This design comes from an exercise in tuning for small area, a short achievable clock period and few clock cycles per item on the open sky130 flow, not from production work.
Only simulation tests tie the RTL to the original design; equivalence was not proved.
Power figures rest on the tool's default switching activity, not on a simulated workload.

delta:
==> flow/design.v <==
`default_nettype none
package routerPkg;
    localparam int packetWidth = 64;
    localparam int hopLsb      = 48;     
    localparam int hopWidth    = 8;
    localparam int dirBit      = 62;     
    localparam int storeWidth  = packetWidth - 1;
    localparam int numChan = 3;
endpackage
`default_nettype wire
`default_nettype none
`timescale 1ns/1ps
import routerPkg::*;
module vcArbiter (
    input  logic clk,
    input  logic reset,
    input  logic req0,
    input  logic req1,
    input  logic served,         
    output logic grant0,
    output logic grant1
);
    logic favor1;
    always_comb begin
        grant0 = req0 & (~req1 | ~favor1);
        grant1 = req1 & (~req0 | favor1);
    end
    always_ff @(posedge clk) begin
        if (reset) begin
            favor1 <= 1'b0;
        end else if (req0 & req1 & served) begin
            favor1 <= ~favor1;
        end
    end
endmodule
`default_nettype wire
`default_nettype none
`timescale 1ns/1ps
import routerPkg::*;
module inputStage #(
    parameter bit isPe = 1'b0
) (
    input  logic                  clk,
    input  logic                  reset,
    input  logic [packetWidth:0]  linkIn,      
    output logic                  ready,
    output logic [1:0]            slotReq,     
    output logic [1:0]            linkReq,     
    output logic [storeWidth-1:0] slotData,
    output logic [storeWidth-1:0] linkData,
    input  logic                  taken        
);
    logic                   send;
    logic [packetWidth-1:0] pkt;
    logic                   rt;
    logic                   full;
    logic [1:0]             slotDst;
    logic                   readyReg;    
    assign {send, pkt} = linkIn;
    assign linkData = {pkt[63:56], pkt[55:49], pkt[47:0]};
    assign rt       = isPe ? pkt[dirBit] : ~pkt[hopLsb];
    assign full    = |slotDst;
    assign ready   = readyReg;
    assign slotReq = slotDst;
    assign linkReq = {2{send & ~full}} & {rt, ~rt};
    always_ff @(posedge clk) begin
        if (reset) begin
            slotDst <= 2'b00;
        end else if (taken) begin
            slotDst <= 2'b00;
        end else if (~full) begin
            slotDst <= linkReq;
        end
    end
    always_ff @(posedge clk) begin
        readyReg <= reset | taken | (full ? 1'b0 : ~send);
    end
    always_ff @(posedge clk) begin
        if (~full) begin
            slotData <= linkData;
        end
    end
endmodule
`default_nettype wire
`default_nettype none
`timescale 1ns/1ps
import routerPkg::*;
module switchAllocator (
    input  logic clk,
    input  logic reset,
    output logic polarity
);
    always_ff @(posedge clk) begin
        if (reset) begin
            polarity <= 1'b0;
        end else begin
            polarity <= ~polarity;
        end
    end
endmodule
`default_nettype wire
`default_nettype none
`timescale 1ns/1ps
import routerPkg::*;
module outputStage (
    input  logic                  clk,
    input  logic                  reset,
    input  logic                  slotReqA,
    input  logic                  linkReqA,
    input  logic [storeWidth-1:0] slotDataA,
    input  logic [storeWidth-1:0] linkDataA,
    input  logic                  slotReqB,
    input  logic                  linkReqB,
    input  logic [storeWidth-1:0] slotDataB,
    input  logic [storeWidth-1:0] linkDataB,
    input  logic                  outReady,
    output logic [packetWidth:0]  linkOut,     
    output logic                  takenA,
    output logic                  takenB
);
    logic                  full;
    logic [storeWidth-1:0] data;
    logic                  free;
    logic                  reqA, reqB;
    logic                  grantA, grantB;
    logic                  load;
    logic [storeWidth-1:0] nextData;
    assign reqA = slotReqA | linkReqA;
    assign reqB = slotReqB | linkReqB;
    assign free = ~full | outReady;
    assign load = free & (reqA | reqB);
    vcArbiter arbiter_inst (
        .clk    (clk),
        .reset  (reset),
        .req0   (reqA),
        .req1   (reqB),
        .served (free),
        .grant0 (grantA),
        .grant1 (grantB)
    );
    assign takenA = grantA & free;
    assign takenB = grantB & free;
    assign nextData = ({storeWidth{grantA & slotReqA}} & slotDataA)
                    | ({storeWidth{grantA & linkReqA}} & linkDataA)
                    | ({storeWidth{grantB & slotReqB}} & slotDataB)
                    | ({storeWidth{grantB & linkReqB}} & linkDataB);
    always_ff @(posedge clk) begin
        if (reset) begin
            full <= 1'b0;
        end else begin
            full <= load | (full & ~outReady);
        end
    end
    always_ff @(posedge clk) begin
        if (free) begin
            data <= nextData;
        end
    end
    assign linkOut = {full & outReady, data[62:55], 1'b0, data[54:0]};
endmodule
`default_nettype wire
`default_nettype none
`timescale 1ns/1ps
import routerPkg::*;
module ringRouter (
    input  logic        clk,
    input  logic        reset,
    input  logic [64:0] cwIn,
    input  logic [64:0] ccwIn,
    input  logic [64:0] peIn,
    output logic        cwReady,
    output logic        ccwReady,
    output logic        peReady,
    output logic [64:0] cwOut,
    output logic [64:0] ccwOut,
    output logic [64:0] peOut,
    input  logic        cwOutReady,
    input  logic        ccwOutReady,
    input  logic        peOutReady,
    output logic        polarity
);
    logic [1:0]            cwSlotReq, ccwSlotReq, peSlotReq;
    logic [1:0]            cwLinkReq, ccwLinkReq, peLinkReq;
    logic [storeWidth-1:0] cwSlotData, ccwSlotData, peSlotData;
    logic [storeWidth-1:0] cwLinkData, ccwLinkData, peLinkData;
    logic                  cwTakenRing, cwTakenPe;       
    logic                  ccwTakenRing, ccwTakenPe;
    logic                  peTakenCw, peTakenCcw;
    switchAllocator polarity_inst (
        .clk      (clk),
        .reset    (reset),
        .polarity (polarity)
    );
    inputStage #(.isPe(1'b0)) cwIn_inst (
        .clk      (clk),
        .reset    (reset),
        .linkIn   (cwIn),
        .ready    (cwReady),
        .slotReq  (cwSlotReq),
        .linkReq  (cwLinkReq),
        .slotData (cwSlotData),
        .linkData (cwLinkData),
        .taken    (cwTakenRing | cwTakenPe)
    );
    inputStage #(.isPe(1'b0)) ccwIn_inst (
        .clk      (clk),
        .reset    (reset),
        .linkIn   (ccwIn),
        .ready    (ccwReady),
        .slotReq  (ccwSlotReq),
        .linkReq  (ccwLinkReq),
        .slotData (ccwSlotData),
        .linkData (ccwLinkData),
        .taken    (ccwTakenRing | ccwTakenPe)
    );
    inputStage #(.isPe(1'b1)) peIn_inst (
        .clk      (clk),
        .reset    (reset),
        .linkIn   (peIn),
        .ready    (peReady),
        .slotReq  (peSlotReq),
        .linkReq  (peLinkReq),
        .slotData (peSlotData),
        .linkData (peLinkData),
        .taken    (peTakenCw | peTakenCcw)
    );
    outputStage cwOut_inst (
        .clk       (clk),
        .reset     (reset),
        .slotReqA  (cwSlotReq[0]),
        .linkReqA  (cwLinkReq[0]),
        .slotDataA (cwSlotData),
        .linkDataA (cwLinkData),
        .slotReqB  (peSlotReq[0]),
        .linkReqB  (peLinkReq[0]),
        .slotDataB (peSlotData),
        .linkDataB (peLinkData),
        .outReady  (cwOutReady),
        .linkOut   (cwOut),
        .takenA    (cwTakenRing),
        .takenB    (peTakenCw)
    );
    outputStage ccwOut_inst (
        .clk       (clk),
        .reset     (reset),
        .slotReqA  (ccwSlotReq[0]),
        .linkReqA  (ccwLinkReq[0]),
        .slotDataA (ccwSlotData),
        .linkDataA (ccwLinkData),
        .slotReqB  (peSlotReq[1]),
        .linkReqB  (peLinkReq[1]),
        .slotDataB (peSlotData),
        .linkDataB (peLinkData),
        .outReady  (ccwOutReady),
        .linkOut   (ccwOut),
        .takenA    (ccwTakenRing),
        .takenB    (peTakenCcw)
    );
    outputStage peOut_inst (
        .clk       (clk),
        .reset     (reset),
        .slotReqA  (cwSlotReq[1]),
        .linkReqA  (cwLinkReq[1]),
        .slotDataA (cwSlotData),
        .linkDataA (cwLinkData),
        .slotReqB  (ccwSlotReq[1]),
        .linkReqB  (ccwLinkReq[1]),
        .slotDataB (ccwSlotData),
        .linkDataB (ccwLinkData),
        .outReady  (peOutReady),
        .linkOut   (peOut),
        .takenA    (cwTakenPe),
        .takenB    (ccwTakenPe)
    );
endmodule
`default_nettype wire
==> flow/config.mk <==
export PLATFORM = sky130hd
export DESIGN_NAME = ringRouter
export DESIGN_NICKNAME = ringRouter
export VERILOG_FILES = /design/flow/design.v
export SDC_FILE = /design/flow/constraint.sdc
export NUM_CORES = 4
export LEC_CHECK = 0
export CAP_MARGIN = 20
export CORE_MARGIN = 2
export CORE_UTILIZATION = 60
export CTS_CLUSTER_DIAMETER = 80
export CTS_CLUSTER_SIZE = 22
export SETUP_SLACK_MARGIN = 1.9
export SLEW_MARGIN = 20
==> flow/constraint.sdc <==
create_clock -name core_clock -period 4.0 [get_ports {clk}]
set_input_delay 0.8000 -clock core_clock [delete_from_list [all_inputs] [get_ports {clk}]]
set_output_delay 0.8000 -clock core_clock [all_outputs]
set_load 0.01 [all_outputs]
standard.sh (not shown) runs the stock make flow with config.mk's settings and CLKGATE_MAP_FILE= SYNTH_SCRIPT=/design/flow/synth_recipe.tcl, a recipe that flattens the netlist after the stock synthesis.
==> flow/flow/run.sh <==
#!/bin/bash
export BUFFER_PORTS_ARGS="-buffer_cell sky130_fd_sc_hd__buf_1"
bash standard.sh > standard.log 2>&1
Testbench counts of delta, summed over its fixed seeds: cycles 5,605, items 9,600.
The inputs of garnet differ from those of delta as listed below.
Settings: CORE_UTILIZATION: 60 -> 70; CTS_CLUSTER_DIAMETER: 80 -> unset; CTS_CLUSTER_SIZE: 22 -> unset; SETUP_SLACK_MARGIN: 1.9 -> 2.0.
==> summary.txt <==
Global-route usage in garnet is 7.8 points higher than in delta
Going from delta to garnet, worst slack at placement down 260 ps; routed length on met3 has increased; setup slack lost 7.3 ps.
Going from delta to garnet, portion of total power attributed to the clock network increased 7.5 points; DRC marker count from the first detailed-route iteration increased 34%; clock skew increased 7.4 ps; cell area increased about 4.6%.
The share of the final layout cell area in sequential cells number comes out higher for delta vs garnet.

-- static timing again, ports no longer ideal --
No port has a modelled driver above. Below, the same layouts with a new extraction and two added sets of constraints.
Step 1 assumes that a clkbuf_16 drives the clock port and a buf_2 every other input.
Step 2 adds t to the input delays and takes it off the output delays; t is the mean of the earliest and latest rising clock arrival at the registers after step 1. Input paths then give back, and output paths get back, about the clock's delay inside the block.
a / b / c = ideal / step 1 / step 2; a / b = the first two.
run | t (ns) | slack for setup (ns) | worst hold slack (ns) | worst setup path after step 2 | worst data-port slew with drivers (ns)
delta | 0.572 | 1.936 / 1.926 / 1.374 | 0.431 / 0.431 / 0.431 | input to register | 0.10
garnet | 0.579 | 1.929 / 1.929 / 1.359 | 0.421 / 0.421 / 0.421 | input to register | 0.10
After both steps setup and hold are still met in every run listed. For garnet, which loses most, drivers alone change the setup slack by 0.000 ns; drivers and shift together by -0.570 ns.
